Source: an optimization exercise on an open RTL-to-GDS flow (aim: small area). Production flows keep margins and buffers that such runs may drop. Only simulation tests tie the RTL to the original design; equivalence was not proved.

== cedar ==
## iperf_stats_top
module iperf_stats_top (
  input  wire logic                                          ap_clk,
  input  wire logic                                          ap_rst_n,
  input  wire logic                                          ap_start,
  input  wire logic [iperf_stats_pkg::CYCLE_CNT_WIDTH-1:0]   time_in_cycles,
  input  wire logic                                          stat_load,
  input  wire logic [iperf_stats_pkg::CYCLE_CNT_WIDTH-1:0]   stat_load_value,
  input  wire logic                                          rx_data_valid,
  input  wire logic                                          rx_data_ready,
  input  wire logic [iperf_stats_pkg::KEEP_WIDTH-1:0]        rx_data_keep,
  input  wire logic                                          rx_data_last,
  input  wire logic                                          tx_data_valid,
  input  wire logic                                          tx_data_ready,
  input  wire logic [iperf_stats_pkg::KEEP_WIDTH-1:0]        tx_data_keep,
  input  wire logic                                          tx_data_last,
  input  wire logic                                          tx_meta_valid,
  input  wire logic                                          tx_meta_ready,
  input  wire logic                                          tx_status_valid,
  input  wire logic                                          tx_status_ready,
  input  wire logic [iperf_stats_pkg::TX_STATUS_WIDTH-1:0]   tx_status_data,
  input  wire logic                                          open_status_valid,
  input  wire logic                                          open_status_ready,
  input  wire logic [iperf_stats_pkg::OPEN_STATUS_WIDTH-1:0] open_status_data,
  input  wire logic                                          read_pkg_valid,
  input  wire logic                                          read_pkg_ready,
  input  wire logic [iperf_stats_pkg::READ_PKG_WIDTH-1:0]    read_pkg_data,
  output logic                                               running,
  output logic                                               ap_done,
  output logic                                               ap_idle,
  output logic [iperf_stats_pkg::CYCLE_CNT_WIDTH-1:0]        exec_cycles,
  output logic [iperf_stats_pkg::BYTE_CNT_WIDTH-1:0]         rx_bytes,
  output logic [iperf_stats_pkg::BYTE_CNT_WIDTH-1:0]         tx_bytes,
  output logic [iperf_stats_pkg::EVENT_CNT_WIDTH-1:0]        rx_pkts,
  output logic [iperf_stats_pkg::EVENT_CNT_WIDTH-1:0]        tx_pkts,
  output logic [iperf_stats_pkg::EVENT_CNT_WIDTH-1:0]        tx_cmds,
  output logic [iperf_stats_pkg::EVENT_CNT_WIDTH-1:0]        tx_stss,
  output logic [iperf_stats_pkg::EVENT_CNT_WIDTH-1:0]        tx_stss_good,
  output logic [iperf_stats_pkg::EVENT_CNT_WIDTH-1:0]        open_stss,
  output logic [iperf_stats_pkg::EVENT_CNT_WIDTH-1:0]        open_oks,
  output logic [iperf_stats_pkg::BYTE_CNT_WIDTH-1:0]         rd_req_total
);
For scale: ~530 flip-flops, about 0.020 mm^2 of cells after synthesis.
export LEC_CHECK = 0
export CAP_MARGIN = 20
export CORE_MARGIN = 2
export CORE_UTILIZATION = 55
export CTS_BUF_LIST = sky130_fd_sc_hd__clkbuf_8
export CTS_CLUSTER_DIAMETER = 50
export CTS_CLUSTER_SIZE = 15
export SLEW_MARGIN = 20
create_clock -name core_clock -period 4.0 [get_ports {ap_clk}]
standard.sh (not shown) runs the stock make flow with config.mk's settings and CLKGATE_MAP_FILE= SYNTH_SCRIPT=/design/flow/synth_recipe.tcl, a recipe that flattens the netlist after the stock synthesis.
==> flow/flow/run.sh <==
#!/bin/bash
# The standard layout with two changes:
#  - synthesis maps the logic with an area-oriented ABC script (flow/abc_area.script) and
#    leaves adders to ABC instead of first mapping them to the library's adder cells;
#    everything else in synthesis, including the registers, is the standard flow's own script
#  - the port buffers use the smallest buffer cell
set -euo pipefail
here=$(pwd)
export AREA_ABC_SCRIPT=$here/flow/abc_area.script
export FLOW_SYNTH_TCL=$here/synth_recipe.tcl
export BUFFER_PORTS_ARGS="-buffer_cell sky130_fd_sc_hd__buf_1"
sed "s#SYNTH_SCRIPT=[^ ]*#SYNTH_SCRIPT=$here/flow/synth_area.tcl ADDER_MAP_FILE=#" standard.sh > standard_area.sh
grep -q "SYNTH_SCRIPT=$here/flow/synth_area.tcl" standard_area.sh
bash standard_area.sh > standard_make.log 2>&1
==> flow/flow/abc_area.script <==
strash
dc2
&get -n
&st
&dch -f
&nf -a -R 1000
&put
topo
stime -c
==> flow/flow/synth_area.tcl <==
# The standard flow's synthesis (synth_recipe.tcl in the work folder), with an area-oriented ABC script
proc abc {args} {
  set i [lsearch -exact $args -script]
  if { $i >= 0 } {
    lset args [expr { $i + 1 }] $::env(AREA_ABC_SCRIPT)
  }
  yosys abc {*}$args
}
source $::env(FLOW_SYNTH_TCL)
cedar: it failed during I/O pin placement, and the tool reported PPL-0024.
> inputs changed (cedar -> juniper)
Settings: changing CTS_CLUSTER_SIZE from 15 to 25; changing CTS_BUF_LIST from sky130_fd_sc_hd__clkbuf_8 to sky130_fd_sc_hd__clkbuf_16; changing CTS_CLUSTER_DIAMETER from 50 to 80.
==> flow/flow/run.sh <==
#!/bin/bash
# The standard layout, except that the port buffers use the smallest buffer cell
set -euo pipefail
export BUFFER_PORTS_ARGS="-buffer_cell sky130_fd_sc_hd__buf_1"
bash standard.sh > standard_make.log 2>&1
removed: flow/flow/abc_area.script
removed: flow/flow/synth_area.tcl
==> comparison <==
Between cedar and juniper, number of nets in the synthesized netlist is lower for cedar, juniper comes in above that. Side by side, effective utilization at floorplan turned out higher in juniper than in cedar. juniper finished all stages; the layout is clean. In juniper, synthesized cell count is higher than in cedar. Cmp cedar and juniper / area fraction in compound gates after synthesis / higher: cedar. juniper ended with more die height than cedar. In juniper relative to cedar, die width had gone up by a few percent. cedar → juniper: area of the mapped netlist has increased; simple-gate area share of the yosys netlist went down by 1.7 points.
Relative to juniper, the following input files were edited for nickel:
Settings: changing CTS_BUF_LIST from sky130_fd_sc_hd__clkbuf_16 to sky130_fd_sc_hd__clkbuf_8; changing CTS_CLUSTER_DIAMETER from 80 to 60; changing CTS_CLUSTER_SIZE from 25 to 14; changing CORE_UTILIZATION from 55 to 65.
==> run notes <==
- nickel got as far as I/O pin placement, where a tool error ended the run.
- Comparing juniper against nickel, there is no change at all in synthesized cell count.
- nickel -> juniper: area after synthesis flat
- Between juniper and nickel, effective utilization at floorplan is higher for nickel, juniper comes in under that.
- Relative to juniper, overall die width has decreased by about 8% in nickel.
- Diff juniper -> nickel | die extent in y | decrease of about 8%
Setup changes, nickel to xenon
Settings: removing CORE_UTILIZATION (formerly 65); changing CTS_CLUSTER_SIZE from 14 to 15; removing CORE_MARGIN (formerly 2); setting DIE_AREA to 0 0 206 206 for the first time; changing CTS_CLUSTER_DIAMETER from 60 to 50; setting CORE_AREA to 12 12 194 194 for the first time.
==> flow/flow/run.sh <==
#!/bin/bash
# The standard layout with two changes:
#  - synthesis maps the logic with an area-oriented ABC script (flow/abc_area.script) and
#    leaves adders to ABC instead of first mapping them to the library's adder cells;
#    everything else in synthesis, including the registers, is the standard flow's own script
#  - the port buffers use the smallest buffer cell
set -euo pipefail
here=$(pwd)
export AREA_ABC_SCRIPT=$here/flow/abc_area.script
export FLOW_SYNTH_TCL=$here/synth_recipe.tcl
export BUFFER_PORTS_ARGS="-buffer_cell sky130_fd_sc_hd__buf_1"
sed "s#SYNTH_SCRIPT=[^ ]*#SYNTH_SCRIPT=$here/flow/synth_area.tcl ADDER_MAP_FILE=#" standard.sh > standard_area.sh
grep -q "SYNTH_SCRIPT=$here/flow/synth_area.tcl" standard_area.sh
bash standard_area.sh > standard_make.log 2>&1
==> flow/flow/abc_area.script (new file) <==
strash
dc2
&get -n
&st
&dch -f
&nf -a -R 1000
&put
topo
stime -c
==> flow/flow/synth_area.tcl (new file) <==
# The standard flow's synthesis (synth_recipe.tcl in the work folder), with an area-oriented ABC script
proc abc {args} {
  set i [lsearch -exact $args -script]
  if { $i >= 0 } {
    lset args [expr { $i + 1 }] $::env(AREA_ABC_SCRIPT)
  }
  yosys abc {*}$args
}
source $::env(FLOW_SYNTH_TCL)
Findings:
- The runs compared here, xenon and nickel, all ended either early or with open violations.
- nickel did not finish; a tool error ended it in I/O pin placement.
- FAIL xenon @ global routing: tool exited with error
- Delta (xenon minus nickel): initial standard-cell utilization of the core now smaller; number of cell rows now smaller; die extent in y up about 7%; post-synth net total fell by 447.
- nickel -> xenon: number of enable flip-flop cells after synthesis delta 0, exact match
- On xenon: post-synthesis simple-gate area fraction is 1.7 points higher than what nickel gave.
- Width of the chip, xenon and nickel: smaller value in nickel
- Synthesized instance count: xenon and nickel compared, lower one is xenon
- Area of the mapped netlist was lower in xenon than in nickel.
- xenon vs. nickel: arithmetic-cell share of the synthesized area counting full adders, half adders and majority gates went down by 19 points.
- In xenon, the mean area per synthesized cell came out 7.6% below the value in nickel.

-- static timing again, ports no longer ideal --
The results above use ideal ports. As a check the final layout listed here was re-extracted and re-timed, cells and wires unchanged. Step 1, drivers: a clkbuf_16 drives ap_clk and a buf_2 each remaining input, both assumed. Step 2 times the ports against the registers' clock, not the clock port: input delays grow and output delays shrink by t, the midpoint of the rising clock arrivals with the driver on. Slacks: no drivers / after step 1 / after step 2; pairs: no drivers / after step 1.
run: juniper
t (ns): 0.651
slack for setup (ns): 0.498 / 0.498 / 0.498
worst hold slack (ns): 0.356 / 0.320 / 0.549
worst setup path at the end: register to register
cell pins on the clock port's net: 1
After both steps juniper still meets setup and hold. For juniper, drivers alone change the setup slack by 0.000 ns; drivers and shift together by 0.000 ns.
